Source: an optimization exercise on an open RTL-to-GDS flow (aim: small area and a short achievable clock period). Production flows keep margins and buffers that such runs may drop. RTL that was checked went through simulation tests only; none was proved equivalent to the original. Power figures rest on the tool's default switching activity, not on a simulated workload.

## irq_ctrl_top
module irq_ctrl_top
(
    input  logic        CLOCK_50,
    input  logic        rst_n_i,
    input  logic        key_valid_i,
    input  logic [7:0]  key_code_i,
    input  logic        psel_i,
    input  logic        penable_i,
    input  logic        pwrite_i,
    input  logic [7:0]  paddr_i,
    input  logic [31:0] pwdata_i,
    output logic [31:0] prdata_o,
    output logic        pready_o,
    output logic        pslverr_o,
    output logic        irq_o
);
    localparam int KDEPTH = 5;
    localparam int QDEPTH = 10;
    logic [7:0]  kmem [KDEPTH];
    logic [2:0]  kwp, krp;
    logic [2:0]  kcnt;
    logic        kempty, kfull;
    logic        overflow;
    logic        kw;
    logic [2:0]  kprev;
    logic [31:0] qmem [QDEPTH];
    logic [3:0]  qwp, qrp;
    logic [3:0]  qcnt;
    logic        qempty, qfull;
    logic        d_wait, d_cap;
    logic        irq;
    logic [1:0]  act_type;
    logic [29:0] act_val;
    logic [31:0] code_base;
    logic [31:0] vectors [4];
    logic        sw_req;
    logic [1:0]  sw_type;
  ...
For scale: roughly 1900 cells after synthesis, roughly 89 I/O pins.
clock: 5.5 ns
lec_check: 0
cap_margin: 20
core_margin: 2
core_utilization: 65
cts_cluster_diameter: 80
cts_cluster_size: 30
setup_slack_margin: 3.3
slew_margin: 20
standard.sh (not shown) runs the stock make flow with config.mk's settings and CLKGATE_MAP_FILE= SYNTH_SCRIPT=/design/flow/synth_recipe.tcl, a recipe that flattens the netlist after the stock synthesis.
==> flow/flow/run.sh <==
#!/bin/bash
# Standard layout, with plain buffers (not delay cells) on the ports.
set -euo pipefail
bash standard.sh "BUFFER_PORTS_ARGS=-buffer_cell sky130_fd_sc_hd__buf_2" finish > orfs_make.log 2>&1
The first run completed without violations.
Change:
--- a/flow/design.v
+++ b/flow/design.v
@@ -51,25 +51,25 @@
     logic [2:0]  kwp, krp;
     logic [2:0]  kcnt;
     logic        kempty, kfull;
     logic        overflow;
     logic        kw;
     logic [2:0]  kprev;
     logic [31:0] qmem [QDEPTH];
     logic [3:0]  qwp, qrp;
     logic [3:0]  qcnt;
     logic        qempty, qfull;
     logic        d_wait, d_cap;
     logic        irq;
-    logic [1:0]  act_type;
+    logic [3:0]  act_type;     
     logic [29:0] act_val;
     logic [31:0] code_base;
     logic [31:0] vectors [4];
     logic        sw_req;
     logic [1:0]  sw_type;
     logic [29:0] sw_val;
     logic        w_cb, w_raise, w_eoi;
     logic [3:0]  w_vec;
     logic        err_r;
     logic        stall_r;
     logic [31:0] rdata_r;
     logic [31:0] p_r;
@@ -207,25 +207,28 @@
             end
         end
         kprev <= krp;
         for (int i = 0; i < QDEPTH; i++)
         begin
             if (q_wr && qwp == 4'(i))
             begin
                 qmem[i] <= q_in;
             end
         end
         if (q_rd)
         begin
-            act_type <= q_head[31:30];
+            for (int i = 0; i < 4; i++)
+            begin
+                act_type[i] <= (q_head[31:30] == 2'(i));
+            end
             act_val  <= q_head[29:0];
         end
         if (wr_raise)
         begin
             sw_type <= pwdata_i[1:0];
             sw_val  <= pwdata_i[31:2];
         end
     end
     logic [31:0] wdata;
     assign wdata = pwdata_i & {32{rst_n_i}};
     logic [31:0] cb_n;
     assign cb_n = (!rst_n_i || (acc && w_cb)) ? wdata : code_base;
@@ -238,25 +241,36 @@
             begin
                 vectors[i] <= wdata;
             end
         end
     end
     logic        a_vec, a_ok;
     logic [31:0] isr_addr;
     logic [31:0] rdata_n;
     assign a_vec = (paddr_i[7:4] == 4'h2) && (paddr_i[1:0] == 2'b00);
     assign a_ok  = a_vec || ((paddr_i[7:5] == 3'b000) && (paddr_i[1:0] == 2'b00)
                              && (paddr_i[4:2] <= 3'd5));
     logic [31:0] vsel_n;
-    assign vsel_n = (acc && w_vec[act_type]) ? pwdata_i : vectors[act_type];
+    logic [3:0]  vs_keep;
+    logic        vs_new;
+    assign vs_keep = act_type & ~({4{acc}} & w_vec);
+    assign vs_new  = |(act_type & {4{acc}} & w_vec);
+    always_comb
+    begin
+        vsel_n = {32{vs_new}} & pwdata_i;
+        for (int i = 0; i < 4; i++)
+        begin
+            vsel_n = vsel_n | ({32{vs_keep[i]}} & vectors[i]);
+        end
+    end
     always_ff @(posedge CLOCK_50)
     begin
         p_r <= cb_n ^ vsel_n;
     end
     logic [31:0] kg [6];
     logic [31:0] kp [6];
     assign kg[0] = code_base & ~p_r;
     assign kp[0] = p_r;
     for (genvar l = 0; l < 5; l++)
     begin : g_ks
         for (genvar i = 0; i < 32; i++)
         begin : g_bit
Effect: Critical path depth goes up by 2. Count of clock-buffer cells in the layout goes down by 6. Die area is about the same. Clock power goes up by about 3%. Wire length goes up by about 7%. Via count goes up by 5.0%. Non-clock buffer count goes up by 3. Worst setup slack loses 0.12 ns. Total power goes up by 2.3%. Cell count goes up by 3.0%. Cell area goes up by about 1.1%. Fmax goes down by 5.0%. Global-route usage goes up by 2.2 points. Core utilization goes up by 0.84 points.
Only the layout flow was run in the second run of this note; the RTL was not checked for function there.

The RTL this note starts from:
==> flow/design.v <==
`timescale 1ns/1ps
package irq_pkg;
    localparam int DATA_W = 32;
    localparam int KEY_W  = 8;
    localparam int ADDR_W = 8;
    localparam int NUM_IRQ_TYPES = 4;
    localparam int TYPE_W        = $clog2(NUM_IRQ_TYPES);
    typedef logic [TYPE_W-1:0] irq_type_t;
    localparam irq_type_t IRQ_TYPE_KEY = irq_type_t'(0);
    typedef struct packed {
        irq_type_t         irq_type;
        logic [DATA_W-1:0] value;
    } irq_entry_t;
    localparam int KEY_FIFO_DEPTH  = 5;
    localparam int IRQ_QUEUE_DEPTH = 10;
    localparam logic [ADDR_W-1:0] REG_CODE_BASE = 8'h00;
    localparam logic [ADDR_W-1:0] REG_STATUS    = 8'h04;
    localparam logic [ADDR_W-1:0] REG_ISR_ADDR  = 8'h08;
    localparam logic [ADDR_W-1:0] REG_ISR_VALUE = 8'h0C;
    localparam logic [ADDR_W-1:0] REG_SW_RAISE  = 8'h10;
    localparam logic [ADDR_W-1:0] REG_EOI       = 8'h14;
    localparam logic [ADDR_W-1:0] REG_VECTOR_0  = 8'h20;
    localparam int STAT_IN_SERVICE = 0;
    localparam int STAT_Q_EMPTY    = 1;
    localparam int STAT_OVERFLOW   = 2;
endpackage
`timescale 1ns/1ps
`timescale 1ns/1ps
`timescale 1ns/1ps
`timescale 1ns/1ps
`timescale 1ns/1ps
module irq_ctrl_top
(
    input  logic        CLOCK_50,
    input  logic        rst_n_i,
    input  logic        key_valid_i,
    input  logic [7:0]  key_code_i,
    input  logic        psel_i,
    input  logic        penable_i,
    input  logic        pwrite_i,
    input  logic [7:0]  paddr_i,
    input  logic [31:0] pwdata_i,
    output logic [31:0] prdata_o,
    output logic        pready_o,
    output logic        pslverr_o,
    output logic        irq_o
);
    localparam int KDEPTH = 5;
    localparam int QDEPTH = 10;
    logic [7:0]  kmem [KDEPTH];
    logic [2:0]  kwp, krp;
    logic [2:0]  kcnt;
    logic        kempty, kfull;
    logic        overflow;
    logic        kw;
    logic [7:0]  key_byte;
    logic [31:0] qmem [QDEPTH];
    logic [3:0]  qwp, qrp;
    logic [3:0]  qcnt;
    logic        qempty, qfull;
    logic        d_wait, d_cap;
    logic        irq;
    logic [1:0]  act_type;
    logic [29:0] act_val;
    logic [31:0] code_base;
    logic [31:0] vectors [4];
    logic        sw_req;
    logic [1:0]  sw_type;
    logic [29:0] sw_val;
    logic        w_cb, w_raise, w_eoi;
    logic [3:0]  w_vec;
    logic        err_r;
    logic        stall_r;
    logic [31:0] rdata_r;
    logic [31:0] vsel_r;
    logic        acc;
    logic        key_wr, key_rd;
    logic        sw_go, blocked;
    logic        q_wr, q_rd;
    logic        wr_raise, eoi;
    logic [31:0] q_in;
    logic [31:0] q_head;
    logic [7:0]  k_head;
    assign acc = psel_i && penable_i;
    assign k_head = kmem[krp];
    assign q_head = qmem[qrp];
    assign key_wr  = key_valid_i && !kfull;
    assign key_rd  = !kw && !qfull && !kempty;
    assign blocked = kw || qfull || !kempty;
    assign sw_go   = sw_req && !blocked;
    assign q_wr    = (kw && !qfull) || sw_go;
    assign q_in    = kw ? {2'b00, 22'd0, key_byte} : {sw_type, sw_val};
    assign q_rd    = !d_wait && !d_cap && !irq && !qempty;
    assign wr_raise = acc && w_raise && !(sw_req && blocked);
    assign eoi      = acc && w_eoi;
    logic        kempty_n, kfull_n, overflow_n;
    logic        qempty_n, qfull_n;
    logic        kw_n, sw_req_n, irq_n;
    logic        d_wait_n, d_cap_n;
    always_comb
    begin
        kempty_n   = kempty;
        kfull_n    = kfull;
        qempty_n   = qempty;
        qfull_n    = qfull;
        if (key_wr && !key_rd)
        begin
            kempty_n = 1'b0;
            kfull_n  = (kcnt == 3'd4);
        end
        else if (!key_wr && key_rd)
        begin
            kempty_n = (kcnt == 3'd1);
            kfull_n  = 1'b0;
        end
        if (q_wr && !q_rd)
        begin
            qempty_n = 1'b0;
            qfull_n  = (qcnt == 4'd9);
        end
        else if (!q_wr && q_rd)
        begin
            qempty_n = (qcnt == 4'd1);
            qfull_n  = 1'b0;
        end
        overflow_n = overflow || (key_valid_i && kfull);
        kw_n       = key_rd || (kw && qfull);
        sw_req_n   = wr_raise || (sw_req && !sw_go);
        d_wait_n   = q_rd;
        d_cap_n    = d_wait;
        irq_n      = d_cap || (irq && !eoi);
        if (!rst_n_i)
        begin
            kempty_n   = 1'b1;
            kfull_n    = 1'b0;
            qempty_n   = 1'b1;
            qfull_n    = 1'b0;
            overflow_n = 1'b0;
            kw_n       = 1'b0;
            sw_req_n   = 1'b0;
            d_wait_n   = 1'b0;
            d_cap_n    = 1'b0;
            irq_n      = 1'b0;
        end
    end
    always_ff @(posedge CLOCK_50)
    begin
        kempty   <= kempty_n;
        kfull    <= kfull_n;
        qempty   <= qempty_n;
        qfull    <= qfull_n;
        overflow <= overflow_n;
        kw       <= kw_n;
        sw_req   <= sw_req_n;
        d_wait   <= d_wait_n;
        d_cap    <= d_cap_n;
        irq      <= irq_n;
    end
    always_ff @(posedge CLOCK_50)
    begin
        if (!rst_n_i)
        begin
            kwp  <= '0;
            krp  <= '0;
            kcnt <= '0;
            qwp  <= '0;
            qrp  <= '0;
            qcnt <= '0;
        end
        else
        begin
            if (key_wr)
            begin
                kwp <= (kwp == 3'(KDEPTH - 1)) ? '0 : kwp + 1'b1;
            end
            if (key_rd)
            begin
                krp <= (krp == 3'(KDEPTH - 1)) ? '0 : krp + 1'b1;
            end
            if (key_wr != key_rd)
            begin
                kcnt <= key_wr ? kcnt + 1'b1 : kcnt - 1'b1;
            end
            if (q_wr)
            begin
                qwp <= (qwp == 4'(QDEPTH - 1)) ? '0 : qwp + 1'b1;
            end
            if (q_rd)
            begin
                qrp <= (qrp == 4'(QDEPTH - 1)) ? '0 : qrp + 1'b1;
            end
            if (q_wr != q_rd)
            begin
                qcnt <= q_wr ? qcnt + 1'b1 : qcnt - 1'b1;
            end
        end
    end
    always_ff @(posedge CLOCK_50)
    begin
        for (int i = 0; i < KDEPTH; i++)
        begin
            if (key_wr && kwp == 3'(i))
            begin
                kmem[i] <= key_code_i;
            end
        end
        if (key_rd)
        begin
            key_byte <= k_head;
        end
        for (int i = 0; i < QDEPTH; i++)
        begin
            if (q_wr && qwp == 4'(i))
            begin
                qmem[i] <= q_in;
            end
        end
        if (q_rd)
        begin
            act_type <= q_head[31:30];
            act_val  <= q_head[29:0];
        end
        if (wr_raise)
        begin
            sw_type <= pwdata_i[1:0];
            sw_val  <= pwdata_i[31:2];
        end
    end
    logic [31:0] wdata;
    assign wdata = pwdata_i & {32{rst_n_i}};
    always_ff @(posedge CLOCK_50)
    begin
        if (!rst_n_i || (acc && w_cb))
        begin
            code_base <= wdata;
        end
        for (int i = 0; i < 4; i++)
        begin
            if (!rst_n_i || (acc && w_vec[i]))
            begin
                vectors[i] <= wdata;
            end
        end
    end
    logic        a_vec, a_ok;
    logic [31:0] isr_addr;
    logic [31:0] rdata_n;
    assign a_vec = (paddr_i[7:4] == 4'h2) && (paddr_i[1:0] == 2'b00);
    assign a_ok  = a_vec || ((paddr_i[7:5] == 3'b000) && (paddr_i[1:0] == 2'b00)
                             && (paddr_i[4:2] <= 3'd5));
    always_ff @(posedge CLOCK_50)
    begin
        if (acc && w_vec[act_type])
        begin
            vsel_r <= pwdata_i;
        end
        else
        begin
            vsel_r <= vectors[act_type];
        end
    end
    logic [31:0] kg [6];
    logic [31:0] kp [6];
    assign kg[0] = code_base & vsel_r;
    assign kp[0] = code_base ^ vsel_r;
    for (genvar l = 0; l < 5; l++)
    begin : g_ks
        for (genvar i = 0; i < 32; i++)
        begin : g_bit
            if (i >= (1 << l))
            begin : g_op
                assign kg[l+1][i] = kg[l][i] | (kp[l][i] & kg[l][i-(1<<l)]);
                assign kp[l+1][i] = kp[l][i] & kp[l][i-(1<<l)];
            end
            else
            begin : g_pass
                assign kg[l+1][i] = kg[l][i];
                assign kp[l+1][i] = kp[l][i];
            end
        end
    end
    assign isr_addr = kp[0] ^ {kg[5][30:0], 1'b0};
    always_comb
    begin
        logic [31:0] lo;
        case (paddr_i[3:2])
            2'd0:    lo = code_base;
            2'd1:    lo = {29'd0, overflow_n, qempty_n, irq_n};
            2'd2:    lo = isr_addr;
            default: lo = {2'b00, act_val};
        endcase
        if (paddr_i[5])
        begin
            rdata_n = vectors[paddr_i[3:2]];
        end
        else
        begin
            rdata_n = paddr_i[4] ? '0 : lo;
        end
    end
    always_ff @(posedge CLOCK_50)
    begin
        w_cb    <= pwrite_i && (paddr_i == 8'h00);
        w_raise <= pwrite_i && (paddr_i == 8'h10);
        w_eoi   <= pwrite_i && (paddr_i == 8'h14);
        for (int i = 0; i < 4; i++)
        begin
            w_vec[i] <= pwrite_i && a_vec && (paddr_i[3:2] == 2'(i));
        end
        err_r   <= !a_ok;
        stall_r <= pwrite_i && (paddr_i == 8'h10) && sw_req_n
                   && (kw_n || qfull_n || !kempty_n);
        rdata_r <= rdata_n;
    end
    assign prdata_o  = rdata_r;
    assign pready_o  = !stall_r;
    assign pslverr_o = err_r;
    assign irq_o     = irq;
endmodule
==> flow/config.mk <==
export PLATFORM = sky130hd
export DESIGN_NAME = irq_ctrl_top
export DESIGN_NICKNAME = irq_ctrl_top
export VERILOG_FILES = /design/flow/design.v
export SDC_FILE = /design/flow/constraint.sdc
export NUM_CORES = 4
export LEC_CHECK = 0
export CAP_MARGIN = 20
export CORE_MARGIN = 2
export CORE_UTILIZATION = 65
export CTS_CLUSTER_DIAMETER = 80
export CTS_CLUSTER_SIZE = 30
export SETUP_SLACK_MARGIN = 3
export SLEW_MARGIN = 20
==> flow/constraint.sdc <==
create_clock -name core_clock -period 5.5 [get_ports {CLOCK_50}]
set_input_delay 1.1000 -clock core_clock [delete_from_list [all_inputs] [get_ports {CLOCK_50}]]
set_output_delay 1.1000 -clock core_clock [all_outputs]
set_load 0.01 [all_outputs]
Scripts as last shown in full above: flow/flow/run.sh
Edit:
--- a/flow/design.v
+++ b/flow/design.v
@@ -51,11 +51,11 @@
     logic [2:0]  kwp, krp;
     logic [2:0]  kcnt;
     logic        kempty, kfull;
     logic        overflow;
     logic        kw;
-    logic [7:0]  key_byte;
+    logic [2:0]  kprev;
     logic [31:0] qmem [QDEPTH];
     logic [3:0]  qwp, qrp;
     logic [3:0]  qcnt;
     logic        qempty, qfull;
     logic        d_wait, d_cap;
@@ -70,35 +70,36 @@
     logic        w_cb, w_raise, w_eoi;
     logic [3:0]  w_vec;
     logic        err_r;
     logic        stall_r;
     logic [31:0] rdata_r;
-    logic [31:0] vsel_r;
+    logic [31:0] p_r;
     logic        acc;
     logic        key_wr, key_rd;
     logic        sw_go, blocked;
     logic        q_wr, q_rd;
     logic        wr_raise, eoi;
     logic [31:0] q_in;
     logic [31:0] q_head;
-    logic [7:0]  k_head;
+    logic [7:0]  key_byte;
     assign acc = psel_i && penable_i;
-    assign k_head = kmem[krp];
+    assign key_byte = kmem[kprev];
     assign q_head = qmem[qrp];
     assign key_wr  = key_valid_i && !kfull;
     assign key_rd  = !kw && !qfull && !kempty;
     assign blocked = kw || qfull || !kempty;
     assign sw_go   = sw_req && !blocked;
-    assign q_wr    = (kw && !qfull) || sw_go;
+    assign q_wr    = q_wr_r;
     assign q_in    = kw ? {2'b00, 22'd0, key_byte} : {sw_type, sw_val};
     assign q_rd    = !d_wait && !d_cap && !irq && !qempty;
     assign wr_raise = acc && w_raise && !(sw_req && blocked);
     assign eoi      = acc && w_eoi;
     logic        kempty_n, kfull_n, overflow_n;
     logic        qempty_n, qfull_n;
     logic        kw_n, sw_req_n, irq_n;
     logic        d_wait_n, d_cap_n;
+    logic        q_wr_r;
     always_comb
     begin
         kempty_n   = kempty;
         kfull_n    = kfull;
         qempty_n   = qempty;
@@ -122,11 +123,11 @@
         begin
             qempty_n = (qcnt == 4'd1);
             qfull_n  = 1'b0;
         end
         overflow_n = overflow || (key_valid_i && kfull);
-        kw_n       = key_rd || (kw && qfull);
+        kw_n       = key_rd;
         sw_req_n   = wr_raise || (sw_req && !sw_go);
         d_wait_n   = q_rd;
         d_cap_n    = d_wait;
         irq_n      = d_cap || (irq && !eoi);
         if (!rst_n_i)
@@ -153,10 +154,11 @@
         kw       <= kw_n;
         sw_req   <= sw_req_n;
         d_wait   <= d_wait_n;
         d_cap    <= d_cap_n;
         irq      <= irq_n;
+        q_wr_r   <= !qfull_n && (kw_n || (sw_req_n && kempty_n));
     end
     always_ff @(posedge CLOCK_50)
     begin
         if (!rst_n_i)
         begin
@@ -202,14 +204,11 @@
             if (key_wr && kwp == 3'(i))
             begin
                 kmem[i] <= key_code_i;
             end
         end
-        if (key_rd)
-        begin
-            key_byte <= k_head;
-        end
+        kprev <= krp;
         for (int i = 0; i < QDEPTH; i++)
         begin
             if (q_wr && qwp == 4'(i))
             begin
                 qmem[i] <= q_in;
@@ -226,16 +225,15 @@
             sw_val  <= pwdata_i[31:2];
         end
     end
     logic [31:0] wdata;
     assign wdata = pwdata_i & {32{rst_n_i}};
+    logic [31:0] cb_n;
+    assign cb_n = (!rst_n_i || (acc && w_cb)) ? wdata : code_base;
     always_ff @(posedge CLOCK_50)
     begin
-        if (!rst_n_i || (acc && w_cb))
-        begin
-            code_base <= wdata;
-        end
+        code_base <= cb_n;
         for (int i = 0; i < 4; i++)
         begin
             if (!rst_n_i || (acc && w_vec[i]))
             begin
                 vectors[i] <= wdata;
@@ -246,25 +244,20 @@
     logic [31:0] isr_addr;
     logic [31:0] rdata_n;
     assign a_vec = (paddr_i[7:4] == 4'h2) && (paddr_i[1:0] == 2'b00);
     assign a_ok  = a_vec || ((paddr_i[7:5] == 3'b000) && (paddr_i[1:0] == 2'b00)
                              && (paddr_i[4:2] <= 3'd5));
+    logic [31:0] vsel_n;
+    assign vsel_n = (acc && w_vec[act_type]) ? pwdata_i : vectors[act_type];
     always_ff @(posedge CLOCK_50)
     begin
-        if (acc && w_vec[act_type])
-        begin
-            vsel_r <= pwdata_i;
-        end
-        else
-        begin
-            vsel_r <= vectors[act_type];
-        end
+        p_r <= cb_n ^ vsel_n;
     end
     logic [31:0] kg [6];
     logic [31:0] kp [6];
-    assign kg[0] = code_base & vsel_r;
-    assign kp[0] = code_base ^ vsel_r;
+    assign kg[0] = code_base & ~p_r;
+    assign kp[0] = p_r;
     for (genvar l = 0; l < 5; l++)
     begin : g_ks
         for (genvar i = 0; i < 32; i++)
         begin : g_bit
             if (i >= (1 << l))
@@ -277,11 +270,11 @@
                 assign kg[l+1][i] = kg[l][i];
                 assign kp[l+1][i] = kp[l][i];
             end
         end
     end
-    assign isr_addr = kp[0] ^ {kg[5][30:0], 1'b0};
+    assign isr_addr = p_r ^ {kg[5][30:0], 1'b0};
     always_comb
     begin
         logic [31:0] lo;
         case (paddr_i[3:2])
             2'd0:    lo = code_base;
Cell count went up by a few percent.
Worst setup slack improves by 0.17 ns.
Wire length went up by a few percent.
Via count went up by a few percent.
Final area went down slightly.
Global-route usage went up by 0.55 points.
Count of clock-buffer cells in the layout went up by 3.
Hold slack degrades by 0.14 ns.
Combinational power went down by a quarter to a third.
Total power went down by a little under a tenth.
Die area hardly moves.
No functional check of the RTL was part of the first run of this note.

what the ideal ports hide:
How much do the figures lean on ideal ports? The routed layouts below were timed once more, with nothing changed but the port constraints. Step 1 (the two cells are an assumption about what drives the block):
set clk [get_ports {CLOCK_50}]
set_driving_cell -lib_cell sky130_fd_sc_hd__clkbuf_16 $clk
set_driving_cell -lib_cell sky130_fd_sc_hd__buf_2 [delete_from_list [all_inputs] $clk]
Step 2 moves the port delays by t, midway between the first and last clock arrival at a register: inputs arrive t later, outputs are due t later. That takes back most of the time a late clock gives input paths. a / b / c = ideal ports / drivers / drivers and shift; a / b = the first two.
run	shift t [ns]	setup WS [ns]	cell pins on the clock port's net
the first run of note 1	0.629	3.310 / 3.265 / 2.752	1
the second run of note 1	0.633	3.195 / 3.195 / 2.619	1
the first run of note 2	0.689	2.844 / 2.844 / 2.422	1
the second run of note 2	0.696	3.011 / 3.011 / 2.382	1
After both steps every run listed still meets setup and hold. The setup slack of the second run of note 2, which loses most, moves by 0.000 ns with the drivers and by -0.629 ns with both steps.
